Context: an optimization exercise on an open-source flow, tuned for small area. The choices shown serve that exercise and are no tape-out recipe. Only simulation tests tie the RTL to the original design; equivalence was not proved. Power and IR drop assume default switching activity.

zinc:
==> flow/design.v (excerpt) <==
module c3po_packer #(
    parameter int unsigned IN_BYTES_P = 32,
    parameter int unsigned BEATS_P    = 5
) (
    input  logic                            i_clk,
    input  logic                            i_reset,
    input  logic                            i_in_val,
    input  logic                            i_in_sop,
    input  logic                            i_in_eop,
    input  logic [7:0]                      i_in_vbc,
    input  logic [IN_BYTES_P*8-1:0]         i_in_data,
    output logic                            o_in_ready,
    output logic                            o_out_val,
    output logic                            o_out_sop,
    output logic                            o_out_eop,
    output logic [7:0]                      o_out_vbc,
    output logic [IN_BYTES_P*BEATS_P*8-1:0] o_out_data,
    input  logic                            i_out_ready,
    output logic                            o_idle,
    output logic                            o_err
);
Size: roughly 1,300 flip-flops, roughly 1,600 I/O pins.
Settings: LEC_CHECK=0, CAP_MARGIN=10, CORE_AREA=10 10 490 490, DIE_AREA=0 0 500 500, PLACE_DENSITY=0.7, SLEW_MARGIN=10, SYNTH_HIERARCHICAL=1; clock period 5.0 ns.
standard.sh (not shown) runs the stock make flow with config.mk's settings and CLKGATE_MAP_FILE= SYNTH_SCRIPT=/design/flow/synth_recipe.tcl, a recipe that flattens the netlist after the stock synthesis.
==> flow/flow/run.sh <==
#!/bin/bash
# Own layout flow: the standard ORFS flow (standard synthesis unchanged),
# with the smallest buffer cell on the ports and a clock tree of clkbuf_4
# sink clusters sized for the flip-flop clock-pin slew limit, without dummy loads.
set -euo pipefail
export BUFFER_PORTS_ARGS="-buffer_cell sky130_fd_sc_hd__buf_1"
export CTS_ARGS="-sink_clustering_enable -repair_clock_nets -buf_list sky130_fd_sc_hd__clkbuf_4 -sink_buffer_max_cap_derate 0.1 -sink_clustering_size 9 -sink_clustering_max_diameter 45 -dont_use_dummy_load"
bash standard.sh > flow_orfs.log 2>&1
Modified inputs, quartz compared to zinc
- a deleted PLACE_DENSITY that had been 0.7
- a change of SLEW_MARGIN from 10 to 0
- a change of CAP_MARGIN from 10 to 0
==> flow/flow/run.sh <==
#!/bin/bash
# Own layout flow: the standard ORFS flow (standard synthesis unchanged),
# with the smallest buffer cell on the ports and a clock tree of small clock
# buffers, without dummy loads.
set -euo pipefail
export BUFFER_PORTS_ARGS="-buffer_cell sky130_fd_sc_hd__buf_1"
export CTS_ARGS="-sink_clustering_enable -repair_clock_nets -buf_list sky130_fd_sc_hd__clkbuf_4 -dont_use_dummy_load"
bash standard.sh > flow_orfs.log 2>&1
[summary]
Relative to zinc, the minimum period implied by the final worst setup slack of quartz is higher by 180 ps.
On quartz: post-layout total power is 11% higher than what zinc gave.
Status: filler cell count in the final layout parity (quartz, zinc)
Changes observed in quartz relative to zinc: cell area after layout saw an increase; global-route usage closely matched the old numbers; first-pass detailed-route iteration total grew by 1.
quartz completed end to end; final checks failed (capacitance limit, slew limit).
Routed wire length: quartz vs zinc, no meaningful difference
zinc vs quartz, capturing element of the worst setup path: g_slot[3].u_slot.o_q[210]$_DFF_P_ vs g_slot[2].u_slot.o_q[60]$_DFF_P_
The following lists how violet was set up differently from quartz:
- swapping 0 0 500 500 for 0 0 460 460 in DIE_AREA
- swapping 0 for 10 in CAP_MARGIN
- swapping 10 10 490 490 for 10 10 450 450 in CORE_AREA
- swapping 0 for 10 in SLEW_MARGIN
==> flow/flow/run.sh <==
#!/bin/bash
# Own layout flow: the standard ORFS flow (standard synthesis unchanged),
# with the smallest buffer cell on the ports and a clock tree of clkbuf_4
# sink clusters sized for the flip-flop clock-pin slew limit, without dummy loads.
set -euo pipefail
export BUFFER_PORTS_ARGS="-buffer_cell sky130_fd_sc_hd__buf_1"
export CTS_ARGS="-sink_clustering_enable -repair_clock_nets -buf_list sky130_fd_sc_hd__clkbuf_4 -sink_buffer_max_cap_derate 0.1 -sink_clustering_size 9 -sink_clustering_max_diameter 45 -dont_use_dummy_load"
bash standard.sh > flow_orfs.log 2>&1
Results
- violet: flow completed, timing, DRC and antenna clean
- The clock buffer and inverter area fraction after layout of violet falls short of that of quartz by 2.3 points.
- violet ends up with a clock group total power that is about 28% lower than in quartz.
- On full die area, quartz loses to violet.
- Changes observed in violet relative to quartz: part of the power in the clock network decreased by 7.0 points relative to the old numbers; core area decreased by about 16% relative to the old numbers.
- Run comparison: quartz endpoint of the most critical setup path g_slot[2].u_slot.o_q[60]$_DFF_P_; violet endpoint of the most critical setup path g_slot[0].u_slot.o_q[252]$_DFF_P_
- quartz → violet: number of antenna violations at the first check in global routing shrank by 11%; total power after layout shrank by 11%.
Here is what was changed in the inputs of pepper compared with violet.
- CORE_AREA now 10 10 490 490, was 10 10 450 450
- GPL_ROUTABILITY_DRIVEN now 0, previously not set
- DIE_AREA now 0 0 500 500, was 0 0 460 460
- GPL_TIMING_DRIVEN now 0, previously not set
==> run summary <==
Summary: die area, pepper worse than violet. Of pepper and violet, the lower non-clock buffer count belongs to violet. In pepper, cell area reported after detailed placement is higher than in violet. pepper ends up with a overall power consumption that is 380 uW higher than in violet. In pepper relative to violet, clock buffer count in the final layout had gone up slightly. A end point of the critical path of g_slot[0].u_slot.o_q[252]$_DFF_P_ is what violet shows, while g_slot[1].u_slot.o_q[119]$_DFF_P_ belongs to pepper. Initial standard-cell utilization of the core was higher in violet than in pepper. Area of all placed cells without fillers: higher on pepper. pepper: post-detailed-routing wire length higher than violet. pepper gives more minimum clock period after layout than violet did. From violet to pepper, hold violation count in the final report did not move at all.

The RTL this note starts from:
==> flow/design.v <==
module c3po_packer #(
    parameter int unsigned IN_BYTES_P = 32,
    parameter int unsigned BEATS_P    = 5
) (
    input  logic                            i_clk,
    input  logic                            i_reset,
    input  logic                            i_in_val,
    input  logic                            i_in_sop,
    input  logic                            i_in_eop,
    input  logic [7:0]                      i_in_vbc,
    input  logic [IN_BYTES_P*8-1:0]         i_in_data,
    output logic                            o_in_ready,
    output logic                            o_out_val,
    output logic                            o_out_sop,
    output logic                            o_out_eop,
    output logic [7:0]                      o_out_vbc,
    output logic [IN_BYTES_P*BEATS_P*8-1:0] o_out_data,
    input  logic                            i_out_ready,
    output logic                            o_idle,
    output logic                            o_err
);
    localparam int unsigned InW  = IN_BYTES_P * 8;
    localparam int unsigned OutW = IN_BYTES_P * BEATS_P * 8;
    localparam int unsigned CntW = (BEATS_P > 1) ? $clog2(BEATS_P) : 1;
    logic                r_busy;
    logic [CntW-1:0]     r_cnt;
    logic                r_first;
    logic                r_out_val, r_out_sop, r_out_eop, r_err;
    logic [7:0]          r_out_vbc;
    logic [OutW-1:0]     r_data;
    logic                w_take, w_acc, w_vbc_legal, w_vbc_err, w_fin, w_word_sop;
    logic [7:0]          w_vbc_eff;
    logic [CntW-1:0]     w_slot;
    logic [BEATS_P-1:0]  w_we, w_hold;
    logic [IN_BYTES_P-1:0] w_bmask;
    assign o_in_ready  = !r_out_val || i_out_ready;
    assign w_take      = i_in_val && o_in_ready;
    assign w_vbc_legal = (i_in_vbc != 8'd0) && (i_in_vbc <= 8'(IN_BYTES_P));
    assign w_vbc_eff   = (i_in_eop && w_vbc_legal) ? i_in_vbc : 8'(IN_BYTES_P);
    assign w_vbc_err   = !w_vbc_legal || (!i_in_eop && (i_in_vbc != 8'(IN_BYTES_P)));
    assign w_acc      = w_take && (r_busy || i_in_sop);
    assign w_slot     = i_in_sop ? '0 : r_cnt;
    assign w_word_sop = i_in_sop || r_first;
    assign w_fin      = i_in_eop || (w_slot == CntW'(BEATS_P - 1));
    always_comb begin
        for (int j = 0; j < IN_BYTES_P; j++) begin
            w_bmask[j] = 8'(j) < w_vbc_eff;
        end
        for (int s = 0; s < BEATS_P; s++) begin
            w_we[s]   = w_acc && (w_slot == CntW'(s));
            w_hold[s] = !(w_acc && (w_slot == CntW'(s) || w_slot == '0));
        end
    end
    for (genvar s = 0; s < BEATS_P; s++) begin : g_slot
        for (genvar j = 0; j < IN_BYTES_P; j++) begin : g_byte
            logic w_wb;
            assign w_wb = w_we[s] && w_bmask[j];
            always_ff @(posedge i_clk) begin
                r_data[s*InW + 8*j +: 8] <= ({8{w_wb}} & i_in_data[8*j +: 8]) |
                                            ({8{w_hold[s]}} & r_data[s*InW + 8*j +: 8]);
            end
        end
    end
    always_ff @(posedge i_clk) begin
        if (i_reset) begin
            r_busy    <= 1'b0;
            r_cnt     <= '0;
            r_first   <= 1'b0;
            r_err     <= 1'b0;
            r_out_val <= 1'b0;
        end else begin
            r_err <= w_take && (w_vbc_err || !(r_busy || i_in_sop) || (i_in_sop && r_busy));
            if (w_acc) begin
                if (w_fin) begin
                    r_cnt   <= '0;
                    r_first <= 1'b0;
                    r_busy  <= !i_in_eop;
                end else begin
                    r_cnt   <= w_slot + CntW'(1);
                    r_first <= w_word_sop;
                    r_busy  <= 1'b1;
                end
            end
            if (w_acc && w_fin) begin
                r_out_val <= 1'b1;
            end else if (i_out_ready) begin
                r_out_val <= 1'b0;
            end
        end
    end
    always_ff @(posedge i_clk) begin
        if (w_acc && w_fin) begin
            r_out_sop <= w_word_sop;
            r_out_eop <= i_in_eop;
            r_out_vbc <= 8'(IN_BYTES_P * 32'(w_slot)) + w_vbc_eff;
        end
    end
    assign o_out_val  = r_out_val;
    assign o_out_sop  = r_out_sop;
    assign o_out_eop  = r_out_eop;
    assign o_out_vbc  = r_out_vbc;
    assign o_out_data = r_data;
    assign o_err      = r_err;
    assign o_idle     = !r_busy && !r_out_val;
endmodule
==> flow/config.mk <==
export PLATFORM = sky130hd
export DESIGN_NAME = c3po_packer
export DESIGN_NICKNAME = c3po_packer
export VERILOG_FILES = /design/flow/design.v
export SDC_FILE = /design/flow/constraint.sdc
export NUM_CORES = 4
export LEC_CHECK = 0
export CAP_MARGIN = 0
export CORE_AREA = 10 10 490 490
export DIE_AREA = 0 0 500 500
export SLEW_MARGIN = 0
==> flow/constraint.sdc <==
create_clock -name core_clock -period 5.0 [get_ports {i_clk}]
set_input_delay 1.0000 -clock core_clock [delete_from_list [all_inputs] [get_ports {i_clk}]]
set_output_delay 1.0000 -clock core_clock [all_outputs]
set_load 0.01 [all_outputs]
==> flow/flow/run.sh <==
#!/bin/bash
# Own layout flow: the standard ORFS flow (standard synthesis unchanged),
# with the smallest buffer cell on the ports and a clock tree built from
# small clock buffers in larger sink clusters, without dummy loads.
set -euo pipefail
export BUFFER_PORTS_ARGS="-buffer_cell sky130_fd_sc_hd__buf_1"
export CTS_ARGS="-sink_clustering_enable -repair_clock_nets -buf_list {sky130_fd_sc_hd__clkbuf_4 sky130_fd_sc_hd__clkbuf_8} -sink_clustering_size 12 -sink_clustering_max_diameter 35 -dont_use_dummy_load"
bash standard.sh > flow_orfs.log 2>&1
Change:
==> flow/flow/run.sh (replaced) <==
#!/bin/bash
# Own layout flow: the standard ORFS flow (standard synthesis unchanged),
# with the smallest buffer cell on the ports and a clock tree built from
# small clock buffers without dummy loads.
set -euo pipefail
export BUFFER_PORTS_ARGS="-buffer_cell sky130_fd_sc_hd__buf_1"
export CTS_ARGS="-sink_clustering_enable -repair_clock_nets -buf_list sky130_fd_sc_hd__clkbuf_4 -dont_use_dummy_load"
bash standard.sh > flow_orfs.log 2>&1
CAP_MARGIN = 20   (was 0)
SLEW_MARGIN = 20   (was 0)
Effect: Power decreases slightly. Critical path depth decreases by 2. Area after synthesis does not change. Via count increases by a few percent. Die area does not change. Final cell count increases by a few percent. Worst hold slack gets worse by 0.20 ns. Combinational power increases by a few percent. Worst setup slack gets worse by 0.29 ns. Core utilization increases by 0.10 points. Wire length increases slightly.

==> port drivers added, routing unchanged <==
How much do the figures lean on ideal ports? The routed layouts below were timed once more, with nothing changed but the port constraints.
Step 1: set_driving_cell puts a clkbuf_16 on i_clk and a buf_2 on each other input, an assumption about the parent block.
Step 2 moves the port delays by t, midway between the first and last clock arrival at a register: inputs arrive t later, outputs are due t later. That takes back most of the time a late clock gives input paths.
Slacks: ideal / step 1 / step 2; pairs: ideal / step 1.
run	t (ns)	slack for setup (ns)	worst setup path at the end
zinc	1.194	1.183 / 1.183 / 0.088	input to register
quartz	1.309	0.998 / 0.998 / -0.026	input to register
violet	1.219	1.108 / 1.108 / 0.387	input to register
pepper	1.244	0.425 / 0.425 / -0.426	input to register
the first run of note 2	0.974	1.567 / 1.559 / 0.783	input to register
the second run of note 2	1.325	1.279 / 1.195 / 0.211	input to register
For zinc, which loses most, drivers alone change the setup slack by 0.000 ns; drivers and shift together by -1.095 ns.
